This is an optimization exercise on Yosys and OpenROAD, whose aim is a short achievable clock period and few clock cycles, not a production implementation. Function was checked by simulation only, so behaviour that the tests miss may differ from the original. No activity file was given, so power comes from the tool's default toggle rates.

## run a
## line_i_cache
module line_i_cache #(
    parameter int data_width  = 32,
    parameter int addr_width  = 32,
    parameter int entries     = 16,
    parameter int line_words  = 4,
    parameter int count_width = 32
) (
    input  logic                   clock,
    input  logic                   reset_n,
    input  logic                   flush,
    input  logic                   ir_addr_valid,
    output logic                   ir_addr_ready,
    input  logic [addr_width-1:0]  ir_addr,
    output logic                   ir_data_valid,
    input  logic                   ir_data_ready,
    output logic [data_width-1:0]  ir_data,
    output logic                   bus_ir_addr_valid,
    input  logic                   bus_ir_addr_ready,
    output logic [addr_width-1:0]  bus_ir_addr,
    input  logic                   bus_ir_data_valid,
    output logic                   bus_ir_data_ready,
    input  logic [data_width-1:0]  bus_ir_data,
    output logic [count_width-1:0] hit_count,
    output logic [count_width-1:0] miss_count
);
    localparam int OFF_W  = $clog2(line_words);
    localparam int IDX_W  = $clog2(entries);
    localparam int SLOT_W = IDX_W + OFF_W;
    localparam int NSLOT  = entries * line_words;
    localparam int TAG_W  = addr_width - SLOT_W;
    localparam int QD     = 12;               
    localparam int RD     = 16;               
    localparam int RW     = $clog2(RD);
    localparam int SEQ_W  = RW + OFF_W;
    localparam int NGRP   = 4;                
    localparam int GSZ    = NSLOT / NGRP;
    logic                  rdy_q;
    logic                  nrdy_i;            
    logic                  a_v, a_fl;
    logic [addr_width-1:0] a_addr;
  ...
clock: 6.0 ns
lec_check: 0
abc_clock_period_in_ps: 1800
cap_margin: 20
core_margin: 2
core_utilization: 55
cts_cluster_diameter: 100
cts_cluster_size: 24
place_density: 0.65
setup_slack_margin: 4.2
slew_margin: 20
tns_end_percent: 10
run.sh (not shown) runs the stock make flow with config.mk's settings and CLKGATE_MAP_FILE= SYNTH_SCRIPT=/design/flow/synth_recipe.tcl, a recipe that flattens the netlist after the stock synthesis.
Per the final summary, run a finished and its layout is clean on timing, DRC and antenna.
Testbench counts of run a, summed over its fixed seeds: cycles 16,096.
Here is what was changed in the inputs of run b compared with run a.
--- a/flow/design.v
+++ b/flow/design.v
@@ -337,14 +337,37 @@
         if (!reset_n)         bad_h <= '0;
         else if (adv && have) bad_h <= bad_nx;
     end
     always_ff @(posedge clock) begin
         bad <= (adv && have) ? bad_nx : bad_h;
     end
-    logic [OFF_W-1:0] ret_w;
-    assign ret_w = ret_a[OFF_W-1:0] + ret_pos;
+    logic [addr_width-1:0] nret_a;
+    logic [IDX_W-1:0]      cur_idx;
+    logic [OFF_W-1:0]      cur_w;
+    logic [entries-1:0]    cur_loh;
+    logic [line_words-1:0] cur_woh;
+    logic [addr_width-1:0] ld_a;
+    logic                  ld;
+    always_comb begin
+        nret_a = '0;
+        for (int r = 0; r < RD; r++)
+            nret_a = nret_a | (rf[r] & {addr_width{ret_oh[(r + RD - 1) % RD]}});
+    end
+    assign ld   = bus_ir_data_valid ? (ret_pos == OFF_W'(line_words - 1)) : (ret_pos == '0);
+    assign ld_a = bus_ir_data_valid ? nret_a : ret_a;
+    always_ff @(posedge clock) begin
+        if (ld) begin
+            cur_idx <= ld_a[SLOT_W-1:OFF_W];
+            cur_w   <= ld_a[OFF_W-1:0];
+            for (int i = 0; i < entries; i++)    cur_loh[i] <= (ld_a[SLOT_W-1:OFF_W] == i);
+            for (int w = 0; w < line_words; w++) cur_woh[w] <= (ld_a[OFF_W-1:0] == w);
+        end else if (bus_ir_data_valid) begin
+            cur_w   <= cur_w + 1'b1;
+            cur_woh <= {cur_woh[line_words-2:0], cur_woh[line_words-1]};
+        end
+    end
     assign bus_ir_data_ready = 1'b1;
     always_ff @(posedge clock or negedge reset_n) begin
         if (!reset_n) wr_v <= 1'b0;
         else          wr_v <= bd_v && bd_latest && !(miss && |(b_loh & bd_loh));
     end
     always_ff @(posedge clock) begin
@@ -368,19 +391,19 @@
             end
         end
     end
     always_ff @(posedge clock) begin
         bd_d   <= bus_ir_data;
         for (int g = 0; g < NGRP; g++)
-            if (bus_ir_data_valid && ret_a[SLOT_W-1:SLOT_W-2] == g) bd_dg[g] <= bus_ir_data;
+            if (bus_ir_data_valid && cur_idx[IDX_W-1:IDX_W-2] == g) bd_dg[g] <= bus_ir_data;
         bd_rid <= ret_rid;
         bd_pos <= ret_pos;
-        bd_idx <= ret_a[SLOT_W-1:OFF_W];
-        bd_w   <= ret_w;
-        for (int k = 0; k < NSLOT; k++)   bd_soh[k] <= ({ret_a[SLOT_W-1:OFF_W], ret_w} == k);
-        for (int i = 0; i < entries; i++) bd_loh[i] <= (ret_a[SLOT_W-1:OFF_W] == i);
+        bd_idx <= cur_idx;
+        bd_w   <= cur_w;
+        for (int k = 0; k < NSLOT; k++)   bd_soh[k] <= cur_loh[k / line_words] && cur_woh[k % line_words];
+        bd_loh <= cur_loh;
     end
     logic k_hit, k_miss;
     logic h_sat, m_sat;              
     logic [count_width-1:0] hit_inc, miss_inc;
     logic [count_width-1:0] hc_n, mc_n;       
     logic [count_width-1:0] hc, mc, hc_nx, mc_nx;
==> comparison <==
The via-per-instance ratio was comparable across run b and run a.
The net total in the final layout on run b is in line with that on run a.
Relative to run a, final clock period utilization by the worst path has gone up in run b.
[diff] total internal power, run b relative to run a: regression
Of the two values seen for master of the slowest instance on the critical path, sky130_fd_sc_hd__dfxtp_2 was produced by run a and sky130_fd_sc_hd__dfxtp_4 by run b.
Clock power essentially unchanged between run b and run a.
Going from run a to run b, proportion of cell area occupied by multi-input gates held steady, share of final layout cell area taken by non-clock buffers shrank by 0.71 points, footprint of the flip-flops and latches grew by 0.59%.
Run b vs. run a: die outline area went up by 0.78%; via count was more or less identical.
Testbench counts of run b, summed over its fixed seeds: cycles 16,096.


## P
line_i_cache, a different RTL version from the one above (not shown whole).
For scale: ~10,000 cells after synthesis, about 4,600 flip-flops, roughly 200 I/O pins.
Design line_i_cache, start of the top module:
module line_i_cache #(
    parameter int data_width  = 32,
    parameter int addr_width  = 32,
    parameter int entries     = 16,
    parameter int line_words  = 4,
    parameter int count_width = 32
) (
    input  logic                   clock,
    input  logic                   reset_n,
    input  logic                   flush,
    input  logic                   ir_addr_valid,
    output logic                   ir_addr_ready,
    input  logic [addr_width-1:0]  ir_addr,
    output logic                   ir_data_valid,
    input  logic                   ir_data_ready,
    output logic [data_width-1:0]  ir_data,
    output logic                   bus_ir_addr_valid,
    input  logic                   bus_ir_addr_ready,
    output logic [addr_width-1:0]  bus_ir_addr,
    input  logic                   bus_ir_data_valid,
    output logic                   bus_ir_data_ready,
    input  logic [data_width-1:0]  bus_ir_data,
    output logic [count_width-1:0] hit_count,
    output logic [count_width-1:0] miss_count
);
    localparam int OFF_W  = $clog2(line_words);
    localparam int IDX_W  = $clog2(entries);
    localparam int SLOT_W = IDX_W + OFF_W;
    localparam int NSLOT  = entries * line_words;
    localparam int TAG_W  = addr_width - SLOT_W;
    localparam int QD     = 10;               
    localparam int RD     = 16;               
    localparam int RW     = $clog2(RD);
    localparam int SEQ_W  = RW + OFF_W;
    localparam int NGRP   = 4;                
    localparam int GSZ    = NSLOT / NGRP;
    logic                  rdy_q;
    logic                  nrdy_i;            
    logic                  a_v, a_fl;
    logic [addr_width-1:0] a_addr;
    logic [NSLOT-1:0]      a_soh;             
    logic [entries-1:0]    a_loh;             
    logic                  acc;
    logic                  pop;
    assign ir_addr_ready = rdy_q;
    assign acc = ir_addr_valid && !nrdy_i;
    always_ff @(posedge clock or negedge reset_n) begin
        if (!reset_n) begin
            a_v  <= 1'b0;
            a_fl <= 1'b0;
        end else begin
  ...
export LEC_CHECK = 0
export ABC_CLOCK_PERIOD_IN_PS = 1800
export CAP_MARGIN = 20
export CORE_MARGIN = 2
export CORE_UTILIZATION = 55
export CTS_CLUSTER_DIAMETER = 100
export CTS_CLUSTER_SIZE = 24
export PLACE_DENSITY = 0.65
export SETUP_SLACK_MARGIN = 4.2
export SLEW_MARGIN = 20
export TNS_END_PERCENT = 10
create_clock -name core_clock -period 6.0 [get_ports {clock}]
P: full flow OK, the timing, DRC and antenna checks passed
Testbench counts of P, summed over its fixed seeds: cycles 16,115.
> inputs changed (P -> Q)
--- a/flow/design.v
+++ b/flow/design.v
@@ -19,25 +19,25 @@
     output logic [addr_width-1:0]  bus_ir_addr,
     input  logic                   bus_ir_data_valid,
     output logic                   bus_ir_data_ready,
     input  logic [data_width-1:0]  bus_ir_data,
     output logic [count_width-1:0] hit_count,
     output logic [count_width-1:0] miss_count
 );
     localparam int OFF_W  = $clog2(line_words);
     localparam int IDX_W  = $clog2(entries);
     localparam int SLOT_W = IDX_W + OFF_W;
     localparam int NSLOT  = entries * line_words;
     localparam int TAG_W  = addr_width - SLOT_W;
-    localparam int QD     = 10;               
+    localparam int QD     = 12;               
     localparam int RD     = 16;               
     localparam int RW     = $clog2(RD);
     localparam int SEQ_W  = RW + OFF_W;
     localparam int NGRP   = 4;                
     localparam int GSZ    = NSLOT / NGRP;
     logic                  rdy_q;
     logic                  nrdy_i;            
     logic                  a_v, a_fl;
     logic [addr_width-1:0] a_addr;
     logic [NSLOT-1:0]      a_soh;             
     logic [entries-1:0]    a_loh;             
     logic                  acc;
@@ -277,30 +277,30 @@
         if (!reset_n) begin
             q_head <= {{(QD-1){1'b0}}, 1'b1};
             q_tail <= {{(QD-1){1'b0}}, 1'b1};
             q_occ  <= '0;
         end else begin
             if (pop)  q_head <= {q_head[QD-2:0], q_head[QD-1]};
             if (c_v)  q_tail <= {q_tail[QD-2:0], q_tail[QD-1]};
             q_occ <= (q_occ & ~(pop ? q_head : '0)) | (c_v ? q_tail : '0);
         end
     end
     logic [data_width-1:0] out_h, out_nx;
     assign out_nx = head_dv ? head_data : bd_d;
-    always_ff @(posedge clock) begin
-        if (pop) out_h <= out_nx;
-    end
     always_ff @(posedge clock or negedge reset_n) begin
-        if (!reset_n) out_d <= '0;
-        else          out_d <= pop ? out_nx : out_h;
+        if (!reset_n) out_h <= '0;
+        else if (pop) out_h <= out_nx;
+    end
+    always_ff @(posedge clock) begin
+        out_d <= pop ? out_nx : out_h;
     end
     logic                  bav;
     logic                  nbav;              
     logic [addr_width-1:0] bad;
     logic                  have, adv;
     logic [addr_width-1:0] iss_a, ret_a;
     always_comb begin
         iss_a = '0;
         ret_a = '0;
         for (int r = 0; r < RD; r++) begin
             iss_a = iss_a | (rf[r] & {addr_width{iss_oh[r]}});
             ret_a = ret_a | (rf[r] & {addr_width{ret_oh[r]}});
@@ -329,30 +329,30 @@
             nbav <= !have;
             if (have) begin
                 iss_pos <= iss_pos + 1'b1;
                 if (iss_pos == OFF_W'(line_words - 1)) begin
                     iss_rid <= iss_rid + 1'b1;
                     iss_oh  <= {iss_oh[RD-2:0], iss_oh[RD-1]};
                 end
             end
         end
     end
     logic [addr_width-1:0] bad_h, bad_nx;
     assign bad_nx = {iss_a[addr_width-1:OFF_W], iss_a[OFF_W-1:0] + iss_pos};
-    always_ff @(posedge clock) begin
-        if (adv && have) bad_h <= bad_nx;
-    end
     always_ff @(posedge clock or negedge reset_n) begin
-        if (!reset_n) bad <= '0;
-        else          bad <= (adv && have) ? bad_nx : bad_h;
+        if (!reset_n)         bad_h <= '0;
+        else if (adv && have) bad_h <= bad_nx;
+    end
+    always_ff @(posedge clock) begin
+        bad <= (adv && have) ? bad_nx : bad_h;
     end
     logic [OFF_W-1:0] ret_w;
     assign ret_w = ret_a[OFF_W-1:0] + ret_pos;
     assign bus_ir_data_ready = 1'b1;
     always_ff @(posedge clock or negedge reset_n) begin
         if (!reset_n) wr_v <= 1'b0;
         else          wr_v <= bd_v && bd_latest && !(miss && |(b_loh & bd_loh));
     end
     always_ff @(posedge clock) begin
         wr_slot <= bd_slot;
         wr_soh  <= bd_soh;
     end
==> results.txt <==
- Compared Q vs P, and largest vdd supply drop is up in Q.
- Q vs P, startpoint of the most critical setup path: bav$_DFFE_PN0N_ vs out_d[14]$_DFF_PN0_
- P -> Q: number of hold buffers added after CTS delta 0, exact match
- Changes observed in Q relative to P: count of clock-buffer cells in the layout flat, non-clock buffer contribution to total cell area rose 0.17 points, fraction of the yosys area taken by sequential cells went down by 0.35 points.
Testbench counts of Q, summed over its fixed seeds: cycles 16,096.

-- re-timing with driven ports --
How much do the figures lean on ideal ports? The routed layouts below were timed once more, with nothing changed but the port constraints.
Step 1 assumes that a clkbuf_16 drives the clock port and a buf_2 every other input.
Step 2 also shifts input and output timing later by t, the mid clock arrival at the registers, as if the neighbouring blocks saw the same clock.
Three values: ideal, step 1, step 2; two values: the first two.
| run | t, ns | slack for setup (ns) | hold slack, ns | worst setup path at the end | pins driven straight from the clock port |
|---|---|---|---|---|---|
| run a | 1.049 | 3.316 / 3.211 / 3.028 | 0.267 / 0.214 / 0.349 | input to register | 1 |
| run b | 1.057 | 3.296 / 3.184 / 2.806 | 0.202 / 0.141 / 0.326 | input to register | 1 |
| P | 1.046 | 3.226 / 3.122 / 2.680 | 0.166 / 0.114 / 0.345 | input to register | 1 |
| Q | 1.031 | 3.267 / 3.163 / 2.979 | 0.200 / 0.149 / 0.348 | input to register | 1 |
After both steps every run listed still meets setup and hold. The setup slack of P, which loses most, moves by -0.104 ns with the drivers and by -0.546 ns with both steps.
